This is an optimization exercise on Yosys and OpenROAD, whose aim is small area, not a production implementation. Function was checked by simulation only, so behaviour that the tests miss may differ from the original. Power figures rest on the tool's default switching activity, not on a simulated workload.

==> inputs of run a <==
// intensity_reflector_cluster_detect
module intensity_reflector_cluster_detect
(
    input  logic        clk,
    input  logic        rst_n,
    input  logic        cfg_we,
    input  logic [2:0]  cfg_index,
    input  logic [22:0] cfg_data,
    input  logic        beam_valid,
    output logic        beam_stall,
    input  logic [15:0] beam_intensity,
    input  logic [15:0] beam_range_mm,
    input  logic        beam_range_finite,
    input  logic        beam_last,
    output logic        result_valid,
    input  logic        result_stall,
    output logic [19:0] result_center_index_q8,
    output logic [11:0] result_peak_index,
    output logic [11:0] result_start_index,
    output logic [11:0] result_end_index,
    output logic [15:0] result_peak_intensity,
    output logic [15:0] result_center_range_mm
);
clock: 9.0 ns
lec_check: 0
cap_margin: 0
core_margin: 2
core_utilization: 65
cts_buf_list: sky130_fd_sc_hd__clkbuf_16
cts_cluster_diameter: 80
cts_cluster_size: 20
slew_margin: 0
standard.sh (not shown) runs the stock make flow with config.mk's settings and CLKGATE_MAP_FILE= SYNTH_SCRIPT=/design/flow/synth_recipe.tcl, a recipe that flattens the netlist after the stock synthesis.
==> flow/flow/run.sh <==
#!/bin/bash
# Own layout flow: the standard layout (standard.sh, unchanged synthesis
# and steps), with the port buffers made from the smallest buffer cell.
# Runs in the work folder; make's full output goes to flow_make.log there,
# and ORFS keeps each step's own log under orfs/logs.
set -uo pipefail
export BUFFER_PORTS_ARGS="-buffer_cell sky130_fd_sc_hd__buf_1"
bash standard.sh > flow_make.log 2>&1
==> inputs of run b, as changes to run a <==
--- a/flow/design.v
+++ b/flow/design.v
@@ -56,42 +56,35 @@
     logic [12:0] minp_n;
     logic [15:0] span_q;
     logic [22:0] wmin_n;
     logic [22:0] wmax_n;
     logic [17:0] step_q;
     logic [15:0] lo_n;
     logic [15:0] lo_q;
     logic [15:0] hi_q;
-    always_ff @(posedge clk or negedge rst_n)
+    logic [7:0]  cfg_en;
+    always_comb
     begin
+        cfg_en = 8'd0;
+        if (cfg_we)
+            cfg_en[cfg_index] = 1'b1;
         if (!rst_n)
-        begin
-            thr_n  <= ~16'd45;
-            minp_n <= ~13'd5;
-            span_q <= 16'd30;
-            wmin_n <= ~23'd10000;
-            wmax_n <= ~23'd120000;
-            step_q <= 18'd8727;
-            lo_n   <= ~16'd150;
-            hi_q   <= 16'd12000;
-        end
-        else if (cfg_we)
-        begin
-            case (cfg_index)
-                3'd0: thr_n  <= ~cfg_data[15:0];
-                3'd1: minp_n <= ~cfg_data[12:0];
-                3'd2: span_q <= cfg_data[15:0];
-                3'd3: wmin_n <= ~cfg_data;
-                3'd4: wmax_n <= ~cfg_data;
-                3'd5: step_q <= cfg_data[17:0];
-                3'd6: lo_n   <= ~cfg_data[15:0];
-                default: hi_q <= cfg_data[15:0];
-            endcase
-        end
+            cfg_en = 8'hFF;
+    end
+    always_ff @(posedge clk)
+    begin
+        if (cfg_en[0]) thr_n  <= rst_n ? ~cfg_data[15:0] : ~16'd45;
+        if (cfg_en[1]) minp_n <= rst_n ? ~cfg_data[12:0] : ~13'd5;
+        if (cfg_en[2]) span_q <= rst_n ? cfg_data[15:0] : 16'd30;
+        if (cfg_en[3]) wmin_n <= rst_n ? ~cfg_data : ~23'd10000;
+        if (cfg_en[4]) wmax_n <= rst_n ? ~cfg_data : ~23'd120000;
+        if (cfg_en[5]) step_q <= rst_n ? cfg_data[17:0] : 18'd8727;
+        if (cfg_en[6]) lo_n   <= rst_n ? ~cfg_data[15:0] : ~16'd150;
+        if (cfg_en[7]) hi_q   <= rst_n ? cfg_data[15:0] : 16'd12000;
     end
     assign thr_q  = ~thr_n;
     assign lo_q   = ~lo_n;
     logic [2:0]  st;
     logic [7:0]  t;          
     logic [1:0]  ph;         
     logic [12:0] e_q;        
     logic        in_cl;      
==> flow/config.mk (replaced) <==
export PLATFORM = sky130hd
export DESIGN_NAME = intensity_reflector_cluster_detect
export DESIGN_NICKNAME = intensity_reflector_cluster_detect
export VERILOG_FILES = /design/flow/design.v
export SDC_FILE = /design/flow/constraint.sdc
export NUM_CORES = 4
export LEC_CHECK = 0
export CAP_MARGIN = 0
export CORE_MARGIN = 2
export CORE_UTILIZATION = 72
export CTS_BUF_LIST = sky130_fd_sc_hd__clkbuf_16
export CTS_CLUSTER_DIAMETER = 80
export CTS_CLUSTER_SIZE = 20
export SLEW_MARGIN = 0
==> inputs of run c, as changes to run a <==
--- a/flow/design.v
+++ b/flow/design.v
@@ -56,42 +56,35 @@
     logic [12:0] minp_n;
     logic [15:0] span_q;
     logic [22:0] wmin_n;
     logic [22:0] wmax_n;
     logic [17:0] step_q;
     logic [15:0] lo_n;
     logic [15:0] lo_q;
     logic [15:0] hi_q;
-    always_ff @(posedge clk or negedge rst_n)
+    logic [7:0]  cfg_en;
+    always_comb
     begin
+        cfg_en = 8'd0;
+        if (cfg_we)
+            cfg_en[cfg_index] = 1'b1;
         if (!rst_n)
-        begin
-            thr_n  <= ~16'd45;
-            minp_n <= ~13'd5;
-            span_q <= 16'd30;
-            wmin_n <= ~23'd10000;
-            wmax_n <= ~23'd120000;
-            step_q <= 18'd8727;
-            lo_n   <= ~16'd150;
-            hi_q   <= 16'd12000;
-        end
-        else if (cfg_we)
-        begin
-            case (cfg_index)
-                3'd0: thr_n  <= ~cfg_data[15:0];
-                3'd1: minp_n <= ~cfg_data[12:0];
-                3'd2: span_q <= cfg_data[15:0];
-                3'd3: wmin_n <= ~cfg_data;
-                3'd4: wmax_n <= ~cfg_data;
-                3'd5: step_q <= cfg_data[17:0];
-                3'd6: lo_n   <= ~cfg_data[15:0];
-                default: hi_q <= cfg_data[15:0];
-            endcase
-        end
+            cfg_en = 8'hFF;
+    end
+    always_ff @(posedge clk)
+    begin
+        if (cfg_en[0]) thr_n  <= rst_n ? ~cfg_data[15:0] : ~16'd45;
+        if (cfg_en[1]) minp_n <= rst_n ? ~cfg_data[12:0] : ~13'd5;
+        if (cfg_en[2]) span_q <= rst_n ? cfg_data[15:0] : 16'd30;
+        if (cfg_en[3]) wmin_n <= rst_n ? ~cfg_data : ~23'd10000;
+        if (cfg_en[4]) wmax_n <= rst_n ? ~cfg_data : ~23'd120000;
+        if (cfg_en[5]) step_q <= rst_n ? cfg_data[17:0] : 18'd8727;
+        if (cfg_en[6]) lo_n   <= rst_n ? ~cfg_data[15:0] : ~16'd150;
+        if (cfg_en[7]) hi_q   <= rst_n ? cfg_data[15:0] : 16'd12000;
     end
     assign thr_q  = ~thr_n;
     assign lo_q   = ~lo_n;
     logic [2:0]  st;
     logic [7:0]  t;          
     logic [1:0]  ph;         
     logic [12:0] e_q;        
     logic        in_cl;      
==> flow/config.mk (replaced) <==
export PLATFORM = sky130hd
export DESIGN_NAME = intensity_reflector_cluster_detect
export DESIGN_NICKNAME = intensity_reflector_cluster_detect
export VERILOG_FILES = /design/flow/design.v
export SDC_FILE = /design/flow/constraint.sdc
export NUM_CORES = 4
export LEC_CHECK = 0
export CAP_MARGIN = 0
export CORE_MARGIN = 2
export CORE_UTILIZATION = 55
export CTS_BUF_LIST = sky130_fd_sc_hd__clkbuf_16
export CTS_CLUSTER_DIAMETER = 80
export CTS_CLUSTER_SIZE = 20
export SLEW_MARGIN = 0
==> summary of the runs <==
- Clock skew: run a < run c < run b.
- Critical path depth is the same in run b and run a.
- Die area, highest first: run c, run a, run b.
- Of run a and run c, run a has the higher utilization (gap 9.5 points).
- Combinational power is about the same in run c and run b.
- The lowest global-route usage belongs to run c, the highest to run b.
==> figures <==
Status: run a complete, no violations; run c complete, no violations; run b complete, no violations
Worst-case vdd ir drop: run a 0.000203 V; run c 0.000181 V; run b 0.000260 V
Clock slew at the register clock pins of the worst setup and hold paths: run a 0.08 ns; run c 0.09 ns; run b 0.09 ns
Fill cell instance count of the final layout: run a 2,173; run c 2,625; run b 1,539
Top cell type's share of synthesized area: run a 30.1%; run c 54.2%; run b 54.2%
Max Clock Freq: run a 130 MHz; run c 132 MHz; run b 130 MHz
Fraction of standard cell area that is sequential: run a 50.4%; run c 54.1%; run b 54.7%
Clock skew after layout: run a 0.0214 ns; run c 0.0217 ns; run b 0.0335 ns
Met3 wire length: run a 2.64 mm; run c 2.69 mm; run b 3.85 mm
Sum of met2 wire segment lengths after detailed routing: run a 20.1 mm; run c 19.9 mm; run b 20.1 mm
Final cell count without fillers: run a 2,048; run c 1,972; run b 1,856
DRC marker count from the first detailed-route iteration: run a 1,181; run c 1,048; run b 1,505
Register area: run a 10,100 um^2; run c 10,700 um^2; run b 10,700 um^2
Cts bufs inserted: run a 22; run c 23; run b 22

========
==> 12-23: inputs <==
==> flow/design.v <==
package irc_pkg;
    localparam int INT_W = 16;
    localparam int RNG_W = 16;
endpackage
module intensity_reflector_cluster_detect
(
    input  logic        clk,
    input  logic        rst_n,
    input  logic        cfg_we,
    input  logic [2:0]  cfg_index,
    input  logic [22:0] cfg_data,
    input  logic        beam_valid,
    output logic        beam_stall,
    input  logic [15:0] beam_intensity,
    input  logic [15:0] beam_range_mm,
    input  logic        beam_range_finite,
    input  logic        beam_last,
    output logic        result_valid,
    input  logic        result_stall,
    output logic [19:0] result_center_index_q8,
    output logic [11:0] result_peak_index,
    output logic [11:0] result_start_index,
    output logic [11:0] result_end_index,
    output logic [15:0] result_peak_intensity,
    output logic [15:0] result_center_range_mm
);
    function automatic logic cmp_ge(input logic [28:0] a, input logic [28:0] b, input logic c0);
        logic c;
        c = c0;
        for (int i = 0; i < 29; i++)
            c = (a[i] & ~b[i]) | (c & (a[i] | ~b[i]));
        cmp_ge = c;
    endfunction
    function automatic logic [12:0] inc13(input logic [12:0] a);
        logic [12:0] s;
        logic        c;
        c = 1'b1;
        for (int i = 0; i < 13; i++)
        begin
            s[i] = a[i] ^ c;
            c    = a[i] & c;
        end
        inc13 = s;
    endfunction
    localparam logic [2:0] S_IDLE  = 3'd0;
    localparam logic [2:0] S_CLR   = 3'd1;    
    localparam logic [2:0] S_ACC   = 3'd2;    
    localparam logic [2:0] S_ACPT  = 3'd3;    
    localparam logic [2:0] S_ACPTC = 3'd4;    
    localparam logic [2:0] S_MUL   = 3'd5;    
    localparam logic [2:0] S_DIV   = 3'd6;    
    localparam logic [2:0] S_PRES  = 3'd7;    
    logic [15:0] thr_q;
    logic [12:0] minp_q;
    logic [15:0] span_q;
    logic [22:0] wmin_q;
    logic [22:0] wmax_q;
    logic [17:0] step_q;
    logic [15:0] lo_q;
    logic [15:0] hi_q;
    always_ff @(posedge clk or negedge rst_n)
    begin
        if (!rst_n)
        begin
            thr_q  <= 16'd45;
            minp_q <= 13'd5;
            span_q <= 16'd30;
            wmin_q <= 23'd10000;
            wmax_q <= 23'd120000;
            step_q <= 18'd8727;
            lo_q   <= 16'd150;
            hi_q   <= 16'd12000;
        end
        else if (cfg_we)
        begin
            case (cfg_index)
                3'd0: thr_q  <= cfg_data[15:0];
                3'd1: minp_q <= cfg_data[12:0];
                3'd2: span_q <= cfg_data[15:0];
                3'd3: wmin_q <= cfg_data;
                3'd4: wmax_q <= cfg_data;
                3'd5: step_q <= cfg_data[17:0];
                3'd6: lo_q   <= cfg_data[15:0];
                default: hi_q <= cfg_data[15:0];
            endcase
        end
    end
    logic [2:0]  st;
    logic [7:0]  t;
    logic [12:0] e_q;        
    logic        in_cl;      
    logic        dj;         
    logic        lastf;      
    logic        any_add;    
    logic [83:0] ring;
    logic [27:0] ws;
    logic [28:0] rem;
    logic [15:0] near_q;
    logic [15:0] far_q;
    logic [15:0] peak_q;
    logic [11:0] start_q;
    logic        ij;         
    logic [12:0] e_inc;
    logic [11:0] idx;
    logic        in_window;
    logic        bright;
    logic        rng_ok;
    logic        join_b;
    logic        add_b;
    logic        close_b;
    assign e_inc     = inc13(e_q);
    assign idx       = e_inc[11:0];
    assign in_window = (e_q != 13'h0FFF);
    assign bright    = cmp_ge({13'd0, beam_intensity}, {13'd0, thr_q}, 1'b1);
    assign rng_ok    = beam_range_finite && cmp_ge({13'd0, beam_range_mm}, {13'd0, lo_q}, 1'b1)
                       && cmp_ge({13'd0, hi_q}, {13'd0, beam_range_mm}, 1'b1);
    assign join_b    = in_window && bright;
    assign add_b     = join_b && rng_ok;
    assign close_b   = in_cl && (beam_last ? (dj || !join_b) : (!dj && in_window && !bright));
    logic [13:0] sz_x;
    logic [13:0] sz_y;
    logic [13:0] sz_z;
    logic [13:0] sz_s;
    logic [14:0] sz_c;
    logic        size_ok;
    logic [15:0] sp_s;
    logic [16:0] sp_c;
    logic        span_ok;
    logic        sgn;
    logic        dpos;       
    logic        dneg;       
    logic        accept;
    assign sz_x = {1'b0, e_inc};
    assign sz_y = {2'b11, ~start_q};
    assign sz_z = ~{1'b0, minp_q};
    assign sz_s = sz_x ^ sz_y ^ sz_z;
    assign sz_c = {(sz_x & sz_y) | (sz_x & sz_z) | (sz_y & sz_z), 1'b1};
    assign size_ok = sz_c[14] & cmp_ge({15'd0, sz_s}, {15'd0, ~sz_c[13:0]}, 1'b1);
    assign sp_s = near_q ^ span_q ^ ~far_q;
    assign sp_c = {(near_q & span_q) | (near_q & ~far_q) | (span_q & ~far_q), 1'b0};
    assign span_ok = sp_c[16] | cmp_ge({13'd0, sp_s}, {13'd0, ~sp_c[15:0]}, 1'b1);
    assign sgn    = step_q[17];
    assign accept = size_ok && (ws != 28'd0) && span_ok
                    && cmp_ge(rem, {6'd0, wmin_q}, 1'b1) && cmp_ge({6'd0, wmax_q}, rem, 1'b1);
    logic        divm;
    logic        clr;
    logic        din;
    logic [28:0] tr;
    logic [28:0] bv;
    logic        cin;
    logic [29:0] sv;
    logic        fits;
    logic [15:0] e_dig;
    logic [15:0] s_dig;
    logic [3:0]  wj;
    assign e_dig = {4'd0, e_q[11:0]};
    assign s_dig = {4'd0, start_q};
    assign wj    = (st == S_MUL) ? (4'd10 - t[3:0]) : 4'd11;
    assign divm = (st == S_DIV);
    assign clr  = (t == 8'd0) || (divm && t == 8'd124);
    assign din  = divm && ((t < 8'd40) || (t >= 8'd124)) && ring[83];
    assign tr   = {rem[27:0] & {28{!clr}}, din};
    assign bv   = divm ? {1'b1, ~ws}
                       : ({{11{dneg}}, step_q ^ {18{sgn ^ dneg}}} & {29{dpos | dneg}});
    assign cin  = divm ? 1'b1 : ((dpos && sgn) || (dneg && !sgn));
    assign sv   = {1'b0, tr} + {1'b0, bv} + {29'd0, cin};
    assign fits = sv[29];
    always_ff @(posedge clk)
    begin
        rem  <= (divm && !fits) ? tr : sv[28:0];
        dpos <= e_dig[wj] && !s_dig[wj];
        dneg <= !e_dig[wj] && s_dig[wj];
    end
    logic [83:0] rot;
    logic [15:0] addend;
    logic [43:0] asum;
    logic        ring_en;
    logic        inj0;
    logic        inj40;
    logic [83:0] ring_d;
    logic [27:0] wrot;
    logic [27:0] wsum;
    logic        ws_en;
    logic [27:0] ws_d;
    assign rot    = {ring[82:0], ring[83]};
    assign addend = (t < 8'd48) ? ({4'd0, idx} & {16{ij}}) : (beam_range_mm & {16{ij}});
    assign asum   = rot[43:0] + {28'd0, addend};
    assign ring_en = (st == S_CLR) || (st == S_ACC) || divm;
    assign inj0   = (st == S_CLR) || (divm && ((t < 8'd40) || (t >= 8'd124)));
    assign inj40  = divm && (t >= 8'd40) && (t < 8'd48);
    always_comb
    begin
        ring_d = {rot[83:44], asum};
        if (inj0)
            ring_d[0] = divm && fits;
        if (inj40)
            ring_d[40] = fits;
    end
    assign wrot  = {ws[26:0], ws[27]};
    assign wsum  = wrot + {27'd0, ij};
    assign ws_en = (st == S_CLR) || ((st == S_ACC) && (t >= 8'd56));
    assign ws_d  = {wsum[27:1], wsum[0] && (st != S_CLR)};
    always_ff @(posedge clk)
    begin
        if (ring_en)
            ring <= ring_d;
        if (ws_en)
            ws <= ws_d;
    end
    logic [7:0] tn;
    logic       win_n;
    logic [3:0] jn;
    assign tn    = t + 8'd1;
    assign win_n = ((tn >= 8'd24) && (tn < 8'd40)) || (tn >= 8'd68);
    assign jn    = (tn < 8'd48) ? (4'd7 - tn[3:0]) : (4'd3 - tn[3:0]);
    always_ff @(posedge clk)
    begin
        ij <= (st == S_ACC) && (tn < 8'd84) && win_n && add_b && beam_intensity[jn];
    end
    always_ff @(posedge clk)
    begin
        if ((st == S_ACC) && (t == 8'd0) && add_b)
        begin
            if (!any_add || cmp_ge({13'd0, near_q}, {13'd0, beam_range_mm}, 1'b0))
                near_q <= beam_range_mm;
            if (!any_add || cmp_ge({13'd0, beam_range_mm}, {13'd0, far_q}, 1'b0))
                far_q <= beam_range_mm;
            if (!any_add || cmp_ge({13'd0, beam_intensity}, {13'd0, peak_q}, 1'b0))
                peak_q <= beam_intensity;
        end
        if ((st == S_IDLE) && beam_valid && !dj && join_b && !in_cl)
            start_q <= idx;
    end
    logic go;        
    always_ff @(posedge clk or negedge rst_n)
    begin
        if (!rst_n)
        begin
            st      <= S_IDLE;
            t       <= 8'd0;
            e_q     <= 13'h1FFF;
            in_cl   <= 1'b0;
            dj      <= 1'b0;
            lastf   <= 1'b0;
            any_add <= 1'b0;
        end
        else
        begin
            t <= t + 8'd1;
            case (st)
                S_IDLE:
                begin
                    t <= 8'd0;
                    if (beam_valid)
                    begin
                        if (!dj && join_b)
                        begin
                            if (!in_cl)
                            begin
                                in_cl   <= 1'b1;
                                any_add <= 1'b0;
                                st      <= S_CLR;
                            end
                            else
                                st <= S_ACC;
                        end
                        else
                            st <= close_b ? S_ACPTC : S_ACPT;
                    end
                end
                S_CLR:
                begin
                    if (t == 8'd83)
                    begin
                        t  <= 8'd0;
                        st <= S_ACC;
                    end
                end
                S_ACC:
                begin
                    if (t == 8'd0 && add_b)
                        any_add <= 1'b1;
                    if (t == 8'd83)
                    begin
                        e_q <= e_inc;
                        dj  <= 1'b1;
                        st  <= S_IDLE;
                    end
                end
                S_ACPT:
                begin
                    dj <= 1'b0;
                    if (beam_last)
                        e_q <= 13'h1FFF;
                    else if (!dj && in_window)
                        e_q <= e_inc;
                    st <= S_IDLE;
                end
                S_ACPTC:
                begin
                    dj    <= 1'b0;
                    lastf <= beam_last;
                    t     <= 8'd0;
                    st    <= S_MUL;
                end
                S_MUL:
                begin
                    if (t == 8'd12)
                    begin
                        t <= 8'd0;
                        if (accept)
                            st <= S_DIV;
                        else
                        begin
                            e_q   <= lastf ? 13'h1FFF : e_inc;
                            in_cl <= 1'b0;
                            st    <= S_IDLE;
                        end
                    end
                end
                S_DIV:
                begin
                    if (t == 8'd167)
                        st <= S_PRES;
                end
                default:  
                begin
                    if (!result_stall)
                    begin
                        e_q   <= lastf ? 13'h1FFF : e_inc;
                        in_cl <= 1'b0;
                        st    <= S_IDLE;
                    end
                end
            endcase
        end
    end
    assign beam_stall   = !((st == S_ACPT) || (st == S_ACPTC));
    assign result_valid = (st == S_PRES);
    assign result_center_index_q8 = {ring[55:44], ring[83:76]};
    assign result_peak_index      = ring[55:44] + {11'd0, ring[83]};
    assign result_start_index     = start_q;
    assign result_end_index       = e_q[11:0];
    assign result_peak_intensity  = peak_q;
    assign result_center_range_mm = ring[15:0];
endmodule
==> flow/run.sh <==
#!/bin/bash
# synth_recipe.tcl (not shown) runs the flow's synth.tcl, then flattens the netlist and writes it again
# the make line also repeats each setting of config.mk as NAME=value (left out here)
make -C /OpenROAD-flow-scripts/flow DESIGN_CONFIG=/design/flow/config.mk WORK_HOME=/design/flow/orfs CLKGATE_MAP_FILE= SYNTH_SCRIPT=/design/flow/synth_recipe.tcl finish
==> flow/config.mk <==
export PLATFORM = sky130hd
export DESIGN_NAME = intensity_reflector_cluster_detect
export DESIGN_NICKNAME = intensity_reflector_cluster_detect
export VERILOG_FILES = /design/flow/design.v
export SDC_FILE = /design/flow/constraint.sdc
export NUM_CORES = 4
export LEC_CHECK = 0
export CAP_MARGIN = 20
export CORE_MARGIN = 2
export CORE_UTILIZATION = 40
export SLEW_MARGIN = 20
==> flow/constraint.sdc <==
create_clock -name core_clock -period 9.0 [get_ports {clk}]
set_input_delay 1.8000 -clock core_clock [delete_from_list [all_inputs] [get_ports {clk}]]
set_output_delay 1.8000 -clock core_clock [all_outputs]
set_load 0.01 [all_outputs]
==> 06-06 (differences from 12-23) <==
--- a/flow/design.v
+++ b/flow/design.v
@@ -25,22 +25,4 @@
     output logic [15:0] result_center_range_mm
 );
-    function automatic logic cmp_ge(input logic [28:0] a, input logic [28:0] b, input logic c0);
-        logic c;
-        c = c0;
-        for (int i = 0; i < 29; i++)
-            c = (a[i] & ~b[i]) | (c & (a[i] | ~b[i]));
-        cmp_ge = c;
-    endfunction
-    function automatic logic [12:0] inc13(input logic [12:0] a);
-        logic [12:0] s;
-        logic        c;
-        c = 1'b1;
-        for (int i = 0; i < 13; i++)
-        begin
-            s[i] = a[i] ^ c;
-            c    = a[i] & c;
-        end
-        inc13 = s;
-    endfunction
     localparam logic [2:0] S_IDLE  = 3'd0;
     localparam logic [2:0] S_CLR   = 3'd1;    
@@ -109,38 +91,27 @@
     logic        add_b;
     logic        close_b;
-    assign e_inc     = inc13(e_q);
+    assign e_inc     = e_q + 13'd1;
     assign idx       = e_inc[11:0];
     assign in_window = (e_q != 13'h0FFF);
-    assign bright    = cmp_ge({13'd0, beam_intensity}, {13'd0, thr_q}, 1'b1);
-    assign rng_ok    = beam_range_finite && cmp_ge({13'd0, beam_range_mm}, {13'd0, lo_q}, 1'b1)
-                       && cmp_ge({13'd0, hi_q}, {13'd0, beam_range_mm}, 1'b1);
+    assign bright    = (beam_intensity >= thr_q);
+    assign rng_ok    = beam_range_finite && (beam_range_mm >= lo_q) && (beam_range_mm <= hi_q);
     assign join_b    = in_window && bright;
     assign add_b     = join_b && rng_ok;
     assign close_b   = in_cl && (beam_last ? (dj || !join_b) : (!dj && in_window && !bright));
-    logic [13:0] sz_x;
-    logic [13:0] sz_y;
-    logic [13:0] sz_z;
-    logic [13:0] sz_s;
-    logic [14:0] sz_c;
-    logic        size_ok;
-    logic [15:0] sp_s;
-    logic [16:0] sp_c;
-    logic        span_ok;
+    logic [11:0] n_sz;       
+    logic [12:0] size_v;
+    logic [15:0] span_v;
     logic        sgn;
-    logic        dpos;       
-    logic        dneg;       
+    logic [17:0] m_v;
+    logic        nj;
     logic        accept;
-    assign sz_x = {1'b0, e_inc};
-    assign sz_y = {2'b11, ~start_q};
-    assign sz_z = ~{1'b0, minp_q};
-    assign sz_s = sz_x ^ sz_y ^ sz_z;
-    assign sz_c = {(sz_x & sz_y) | (sz_x & sz_z) | (sz_y & sz_z), 1'b1};
-    assign size_ok = sz_c[14] & cmp_ge({15'd0, sz_s}, {15'd0, ~sz_c[13:0]}, 1'b1);
-    assign sp_s = near_q ^ span_q ^ ~far_q;
-    assign sp_c = {(near_q & span_q) | (near_q & ~far_q) | (span_q & ~far_q), 1'b0};
-    assign span_ok = sp_c[16] | cmp_ge({13'd0, sp_s}, {13'd0, ~sp_c[15:0]}, 1'b1);
+    assign n_sz   = e_q[11:0] - start_q;
+    assign size_v = {1'b0, n_sz} + 13'd1;
+    assign span_v = far_q - near_q;
     assign sgn    = step_q[17];
-    assign accept = size_ok && (ws != 28'd0) && span_ok
-                    && cmp_ge(rem, {6'd0, wmin_q}, 1'b1) && cmp_ge({6'd0, wmax_q}, rem, 1'b1);
+    assign m_v    = step_q ^ {18{sgn}};
+    assign nj     = n_sz[4'd11 - t[3:0]];
+    assign accept = (size_v >= minp_q) && (ws != 28'd0) && (span_v <= span_q)
+                    && (rem >= {6'd0, wmin_q}) && (rem <= {6'd0, wmax_q});
     logic        divm;
     logic        clr;
@@ -151,24 +122,15 @@
     logic [29:0] sv;
     logic        fits;
-    logic [15:0] e_dig;
-    logic [15:0] s_dig;
-    logic [3:0]  wj;
-    assign e_dig = {4'd0, e_q[11:0]};
-    assign s_dig = {4'd0, start_q};
-    assign wj    = (st == S_MUL) ? (4'd10 - t[3:0]) : 4'd11;
     assign divm = (st == S_DIV);
     assign clr  = (t == 8'd0) || (divm && t == 8'd124);
     assign din  = divm && ((t < 8'd40) || (t >= 8'd124)) && ring[83];
     assign tr   = {rem[27:0] & {28{!clr}}, din};
-    assign bv   = divm ? {1'b1, ~ws}
-                       : ({{11{dneg}}, step_q ^ {18{sgn ^ dneg}}} & {29{dpos | dneg}});
-    assign cin  = divm ? 1'b1 : ((dpos && sgn) || (dneg && !sgn));
+    assign bv   = divm ? {1'b1, ~ws} : {11'd0, nj ? m_v : 18'd0};
+    assign cin  = divm ? 1'b1 : (nj && sgn);
     assign sv   = {1'b0, tr} + {1'b0, bv} + {29'd0, cin};
     assign fits = sv[29];
     always_ff @(posedge clk)
     begin
-        rem  <= (divm && !fits) ? tr : sv[28:0];
-        dpos <= e_dig[wj] && !s_dig[wj];
-        dneg <= !e_dig[wj] && s_dig[wj];
+        rem <= (divm && !fits) ? tr : sv[28:0];
     end
     logic [83:0] rot;
@@ -222,9 +184,9 @@
         if ((st == S_ACC) && (t == 8'd0) && add_b)
         begin
-            if (!any_add || cmp_ge({13'd0, near_q}, {13'd0, beam_range_mm}, 1'b0))
+            if (!any_add || (beam_range_mm < near_q))
                 near_q <= beam_range_mm;
-            if (!any_add || cmp_ge({13'd0, beam_range_mm}, {13'd0, far_q}, 1'b0))
+            if (!any_add || (beam_range_mm > far_q))
                 far_q <= beam_range_mm;
-            if (!any_add || cmp_ge({13'd0, beam_intensity}, {13'd0, peak_q}, 1'b0))
+            if (!any_add || (beam_intensity > peak_q))
                 peak_q <= beam_intensity;
         end
==> results.txt <==
Top Metal Used=met4; Area Overhead vs Synth=17.26%; final non-filler cell area=approximately 25000 um^2; status=timing/DRC/antenna clean; WP depth=20; Design Power=4.531 mW
The numbers above come from 12-23.

==> results.txt <==
final hold violations=0; status=timing/DRC/antenna clean; # clk buffers=between 60 and 70; final non-filler cell area=27310 um^2; Buffers on Ports=154; Worst path slowest cell=dfstp_2; Area Overhead vs Synth=15.31%; WP depth=23; global-route wire length before repair=96610 um; max reg flops=84; Design Power=between 8 and 9 mW; CTS tree=built
The numbers above come from 06-06.

port drivers added, routing unchanged:
The results above use ideal ports. As a check the final layouts listed here were re-extracted and re-timed, cells and wires unchanged. Step 1, drivers: a clkbuf_16 drives clk and a buf_2 each remaining input, both assumed. Step 2 also shifts input and output timing later by t, the mid clock arrival at the registers, as if the neighbouring blocks saw the same clock. a / b / c = ideal / step 1 / step 2; a / b = the first two.
run	shift t [ns]	slack for setup (ns)	hold slack, ns	worst setup path at the end	worst slew at a driven data input, ns
run a	0.581	1.330 / 1.330 / 1.330	0.421 / 0.421 / 0.421	register to register	0.06
run b	0.589	1.315 / 1.315 / 1.315	0.421 / 0.421 / 0.421	register to register	0.08
run c	0.591	1.423 / 1.423 / 1.423	0.425 / 0.425 / 0.425	register to register	0.06
12-23	0.641	2.608 / 2.608 / 2.439	0.420 / 0.420 / 0.420	input to register	0.07
06-06	0.629	2.385 / 2.385 / 2.385	0.417 / 0.417 / 0.417	register to register	0.06
After both steps every run listed still meets setup and hold. For 12-23, which loses most, drivers alone change the setup slack by 0.000 ns; drivers and shift together by -0.169 ns.
